Background: an optimization exercise with open tools, aiming at small area, a short achievable clock period and few clock cycles per item. Do not read the settings as production practice. Where RTL was checked, it was by simulation tests only, not by an equivalence proof against the original.

old:
==> flow/design.v (excerpt) <==
module invoke_id_remap_table_core #(
    parameter int unsigned TABLE_DEPTH = 16,
    parameter int unsigned ID_LIMIT    = 32767
) (
    input  logic                         clk,
    input  logic                         rst_n,
    input  logic [iirt_pkg::TDATA_W-1:0] s_tdata,
    input  logic [0:0]                   s_tuser,
    input  logic                         s_tvalid,
    output logic                         s_tready,
    output logic [iirt_pkg::TDATA_W-1:0] m_tdata,
    output logic [1:0]                   m_tuser,
    output logic                         m_tlast,
    output logic                         m_tvalid,
    input  logic                         m_tready
);
Size in the first run: ~1,900 cells after synthesis, roughly 790 flip-flops, about 90 I/O pins, about 0.031 mm² of cells after synthesis.
export LEC_CHECK = 0
export CAP_MARGIN = 5
export CORE_MARGIN = 2
export CORE_UTILIZATION = 40
export CTS_CLUSTER_DIAMETER = 60
export CTS_CLUSTER_SIZE = 26
export SETUP_SLACK_MARGIN = 2.6
export SLEW_MARGIN = 5
create_clock -name core_clock -period 5.0 [get_ports {clk}]
standard.sh (not shown) runs the stock make flow with config.mk's settings and CLKGATE_MAP_FILE= SYNTH_SCRIPT=/design/flow/synth_recipe.tcl, a recipe that flattens the netlist after the stock synthesis.
==> flow/flow/run.sh <==
#!/bin/bash
# Layout flow: the standard flow (standard.sh) with two changes after
# synthesis, which itself runs unchanged:
#  - the input and output ports are buffered with buf_4 cells instead of the
#    default port buffer cell
#  - timing repair may resize a cell to any cell of the same function, not only
#    to one of the same footprint (MATCH_CELL_FOOTPRINT 0)
# Each step's full output goes to a log file of its own in this folder.
set -euo pipefail
EXTRA="'BUFFER_PORTS_ARGS=-buffer_cell sky130_fd_sc_hd__buf_4' MATCH_CELL_FOOTPRINT=0"
sed "s|\"\${@:-finish}\"|$EXTRA \"\${@:-finish}\"|" standard.sh > standard_extra.sh
grep -q "MATCH_CELL_FOOTPRINT=0" standard_extra.sh
bash standard.sh synth > synth.log 2>&1
bash standard_extra.sh finish > layout.log 2>&1
test -s out/final.def
Changes in new relative to old:
diff --git a/flow/design.v b/flow/design.v
--- a/flow/design.v
+++ b/flow/design.v
@@ -62,19 +62,19 @@
     logic [D-1:0]  v;
     logic [PW-1:0] t_port [0:D-1];
     logic [OW-1:0] t_orig [0:D-1];
     logic [GW-1:0] t_gen  [0:D-1];
     logic [GW-1:0] nid;      
     logic          b_v, b_op, b_full;
     logic          b_multi;  
     logic          b_rdy;    
     logic [D-1:0]  b_pick;   
-    logic          busy_q;   
+    logic          rdy_q;    
     logic [GW-1:0] b_gen;
     logic [D-1:0]  b_sel;    
     logic          oval, olast;
     logic [1:0]    okind;
     logic [PW-1:0] oport;
     logic [OW-1:0] oorig;
     logic [GW-1:0] ogen;
     logic          sval, slast;
     logic [1:0]    skind;
@@ -118,19 +118,19 @@
             for (int i = 0; i < w; i++)
             begin
                 h[i] = h[2*i] || h[2*i+1] || (t[2*i] && a[2*i+1]) || (a[2*i] && t[2*i+1]);
                 t[i] = t[2*i] || t[2*i+1] || (a[2*i] && a[2*i+1]);
                 a[i] = a[2*i] || a[2*i+1];
             end
         multi3 = h[0];
     endfunction
     assign b_emit   = b_v && !sval && (!b_multi || b_rdy);
-    assign b_free   = !busy_q;   
+    assign b_free   = rdy_q;     
     assign s_tready = b_free;
     assign a_go     = s_tvalid && b_free;
     assign full     = &v;
     always_comb
     begin
         logic seen;
         for (int i = 0; i < D; i++)
             m[i] = v[i] && ir_op && (t_gen[i] == ir_gen);
         shl[0] = 1'b1;
@@ -254,21 +254,21 @@
     always_comb
     begin
         b_v_n     = b_free ? a_go : b_v;
         b_multi_n = b_free ? (a_go && m_multi) : (b_emit ? r_multi : b_multi);
         sval_n    = oload ? 1'b0 : (b_emit ? 1'b1 : sval);
     end
     always_ff @(posedge clk or negedge rst_n)
     begin
         if (!rst_n)
-            busy_q <= 1'b0;
+            rdy_q <= 1'b1;
         else
-            busy_q <= b_v_n && (sval_n || b_multi_n);
+            rdy_q <= !b_v_n || (!sval_n && !b_multi_n);
     end
     assign oload = !oval || m_tready;
     always_ff @(posedge clk)
     begin
         if (oload)
         begin
             if (sval)
             begin
                 okind <= skind;
==> comparison <==
Summary of new over old: final critical path time including I/O delays and setup now smaller, cell count comparable. Routed wire in new totals more than in old. [diff] maximum clock rate, new relative to old: improvement. [new] met3 wire length fell about 1.7% relative to old. Between old and new, the global-route usage figures differ only marginally. In terms of area share of fa/ha/maj cells after synthesis, new and old differ only marginally. Higher peak supply drop was reported by new, not old.
Testbench counts of new, summed over its fixed seeds: cycles 3,216, items 3,200.
Only the layout flow was run in old; the RTL was not checked for function there.

## afterwards: timing with drivers on the ports
How much do the figures lean on ideal ports? The routed layouts below were timed once more, with nothing changed but the port constraints. Step 1 assumes that a clkbuf_16 drives the clock port and a buf_2 every other input. Step 2 times the ports against the registers' clock, not the clock port: input delays grow and output delays shrink by t, the midpoint of the rising clock arrivals with the driver on. Slacks: no drivers / after step 1 / after step 2; pairs: no drivers / after step 1.
run | t, ns | slack for setup (ns) | hold WS [ns] | pins driven straight from the clock port
old | 0.671 | 2.500 / 2.441 / 1.927 | 0.362 / 0.326 / 0.449 | 1
new | 0.693 | 2.576 / 2.532 / 1.961 | 0.352 / 0.315 / 0.428 | 1
After both steps every run listed still meets setup and hold. The setup slack of new, which loses most, moves by -0.044 ns with the drivers and by -0.615 ns with both steps.
